Background: an optimization exercise with open tools, aiming at small area, a short achievable clock period and few clock cycles. Do not read the settings as production practice.
The RTL was checked by simulation tests, not by an equivalence proof against the original design.
Power and IR drop assume default switching activity.

// hexahedron_to_tetrahedra_split
module hexahedron_to_tetrahedra_split #(
    parameter int unsigned INDEX_WIDTH = 32
) (
    input  logic                          i_clk,
    input  logic                          i_rst_n,
    input  logic                          i_valid,
    output logic                          o_stall,
    input  logic [INDEX_WIDTH-1:0]        i_vertex_0,
    input  logic [INDEX_WIDTH-1:0]        i_vertex_1,
    input  logic [INDEX_WIDTH-1:0]        i_vertex_2,
    input  logic [INDEX_WIDTH-1:0]        i_vertex_3,
    input  logic [INDEX_WIDTH-1:0]        i_vertex_4,
    input  logic [INDEX_WIDTH-1:0]        i_vertex_5,
    input  logic [INDEX_WIDTH-1:0]        i_vertex_6,
    input  logic [INDEX_WIDTH-1:0]        i_vertex_7,
    output logic                          o_valid,
    input  logic                          i_stall,
    output logic [hts_pkg::TET_WIDTH-1:0] o_tet_a,
    output logic [hts_pkg::TET_WIDTH-1:0] o_tet_b,
    output logic [hts_pkg::TET_WIDTH-1:0] o_tet_c,
    output logic [hts_pkg::TET_WIDTH-1:0] o_tet_d,
    output logic                          o_last_of_run
);
Size in the first run: roughly 360 flip-flops, roughly 390 I/O pins, about 23000 µm² of cells after synthesis.
export LEC_CHECK = 0
export CAP_MARGIN = 20
export CORE_MARGIN = 2
export CORE_UTILIZATION = 55
export CTS_CLUSTER_SIZE = 30
export SETUP_SLACK_MARGIN = 3.0
export SLEW_MARGIN = 20
export BUFFER_PORTS_ARGS = -buffer_cell sky130_fd_sc_hd__buf_1
create_clock -name core_clock -period 6.5 [get_ports {i_clk}]
standard.sh (not shown) runs the stock make flow with config.mk's settings and CLKGATE_MAP_FILE= SYNTH_SCRIPT=/design/flow/synth_recipe.tcl, a recipe that flattens the netlist after the stock synthesis.
==> flow/flow/run.sh <==
#!/bin/bash
# Standard layout, with the port buffers made of plain buf_1 cells instead of
# the default delay buffers. Every tool's output goes to a log in this folder.
set -euo pipefail
echo 'export BUFFER_PORTS_ARGS = -buffer_cell sky130_fd_sc_hd__buf_1' >> config.mk
bash standard.sh > standard_flow.log 2>&1
Testbench counts at the start, summed over its fixed seeds: cycles 18,491.
==> next run, changes <==
--- a/flow/config.mk
+++ b/flow/config.mk
@@ -9,5 +9,5 @@
 export CORE_MARGIN = 2
-export CORE_UTILIZATION = 55
-export CTS_CLUSTER_SIZE = 30
-export SETUP_SLACK_MARGIN = 3.0
+export CORE_UTILIZATION = 50
+export PLACE_DENSITY = 0.85
+export SETUP_SLACK_MARGIN = 3.1
 export SLEW_MARGIN = 20
Utilization decreases by 6.1 points; final area increases slightly; clock skew decreases by 0.0040 ns; hold slack got worse by 0.0059 ns; clock-buffer cell count increases by 1; die area increases by roughly a tenth; via count decreases slightly; global-route usage decreases by 6.3 points; cell count increases slightly; routed wire length decreases by a few percent.

hexahedron_to_tetrahedra_split, a different RTL version from the one above (not shown whole).
Size: about 25,000 µm² of cells after synthesis.
Design hexahedron_to_tetrahedra_split, start of the top module:
module hexahedron_to_tetrahedra_split #(
    parameter int unsigned INDEX_WIDTH = 32
) (
    input  logic                          i_clk,
    input  logic                          i_rst_n,
    input  logic                          i_valid,
    output logic                          o_stall,
    input  logic [INDEX_WIDTH-1:0]        i_vertex_0,
    input  logic [INDEX_WIDTH-1:0]        i_vertex_1,
    input  logic [INDEX_WIDTH-1:0]        i_vertex_2,
    input  logic [INDEX_WIDTH-1:0]        i_vertex_3,
    input  logic [INDEX_WIDTH-1:0]        i_vertex_4,
    input  logic [INDEX_WIDTH-1:0]        i_vertex_5,
    input  logic [INDEX_WIDTH-1:0]        i_vertex_6,
    input  logic [INDEX_WIDTH-1:0]        i_vertex_7,
    output logic                          o_valid,
    input  logic                          i_stall,
    output logic [hts_pkg::TET_WIDTH-1:0] o_tet_a,
    output logic [hts_pkg::TET_WIDTH-1:0] o_tet_b,
    output logic [hts_pkg::TET_WIDTH-1:0] o_tet_c,
    output logic [hts_pkg::TET_WIDTH-1:0] o_tet_d,
    output logic                          o_last_of_run
);
Settings: LEC_CHECK=0, CAP_MARGIN=20, CORE_MARGIN=2, CORE_UTILIZATION=40, SLEW_MARGIN=20; clock period 6.5 ns.
run.sh (not shown) runs the stock make flow with config.mk's settings and CLKGATE_MAP_FILE= SYNTH_SCRIPT=/design/flow/synth_recipe.tcl, a recipe that flattens the netlist after the stock synthesis.
Stock flow here: none of the scripts above is used.
Testbench counts at the start, summed over its fixed seeds: cycles 18,491.
Change:
==> flow/flow/run.sh (new file) <==
#!/bin/bash
# Standard layout, with the port buffers made of plain buf_1 cells instead of
# the default delay buffers. Every tool's output goes to a log in this folder.
set -euo pipefail
echo 'export BUFFER_PORTS_ARGS = -buffer_cell sky130_fd_sc_hd__buf_1' >> config.mk
bash standard.sh > standard_flow.log 2>&1
==> flow/standard.sh (new file) <==
#!/bin/bash
# synth_recipe.tcl (not shown) runs the flow's synth.tcl, then flattens the netlist and writes it again
# the make line also repeats each setting of config.mk as NAME=value (left out here)
make -C /OpenROAD-flow-scripts/flow DESIGN_CONFIG=/design/flow/config.mk WORK_HOME=/design/flow/orfs CLKGATE_MAP_FILE= SYNTH_SCRIPT=/design/flow/synth_recipe.tcl "${@:-finish}"
- BUFFER_PORTS_ARGS: unset -> -buffer_cell sky130_fd_sc_hd__buf_1
removed: flow/run.sh
What happened: Worst setup slack improves by 0.43 ns. Combinational power came out lower by about 8%. Power came out lower by 4.7%. Worst hold slack improves by 0.031 ns. Non-clock buffer count came out higher by 9.

## what the ideal ports hide
In the flow no input, the clock included, has a driving cell. The finished layouts below were timed again as built, in two steps.
Step 1, drivers: a clkbuf_16 drives i_clk and a buf_2 each remaining input, both assumed.
Step 2 moves the port delays by t, midway between the first and last clock arrival at a register: inputs arrive t later, outputs are due t later. That takes back most of the time a late clock gives input paths.
Slacks: ideal ports / drivers / drivers and shift; pairs: ideal ports / drivers.
run | shift t [ns] | slack for setup (ns) | clock arrival spread, ns | worst register clock-pin slew, ns | worst data-port slew with drivers (ns)
the first run of note 1 | 0.651 | 2.887 / 2.869 / 2.368 | 0.033 / 0.033 | 0.07 / 0.07 | 0.21
the second run of note 1 | 0.644 | 3.026 / 2.964 / 2.417 | 0.031 / 0.032 | 0.07 / 0.07 | 0.29
the first run of note 2 | 0.657 | 1.680 / 1.615 / 1.857 | 0.033 / 0.034 | 0.07 / 0.07 | 0.15
the second run of note 2 | 0.661 | 2.110 / 2.045 / 2.280 | 0.027 / 0.027 | 0.07 / 0.07 | 0.13
After both steps setup and hold are still met in every run listed. For the second run of note 1, which loses most, drivers alone change the setup slack by -0.062 ns; drivers and shift together by -0.609 ns.
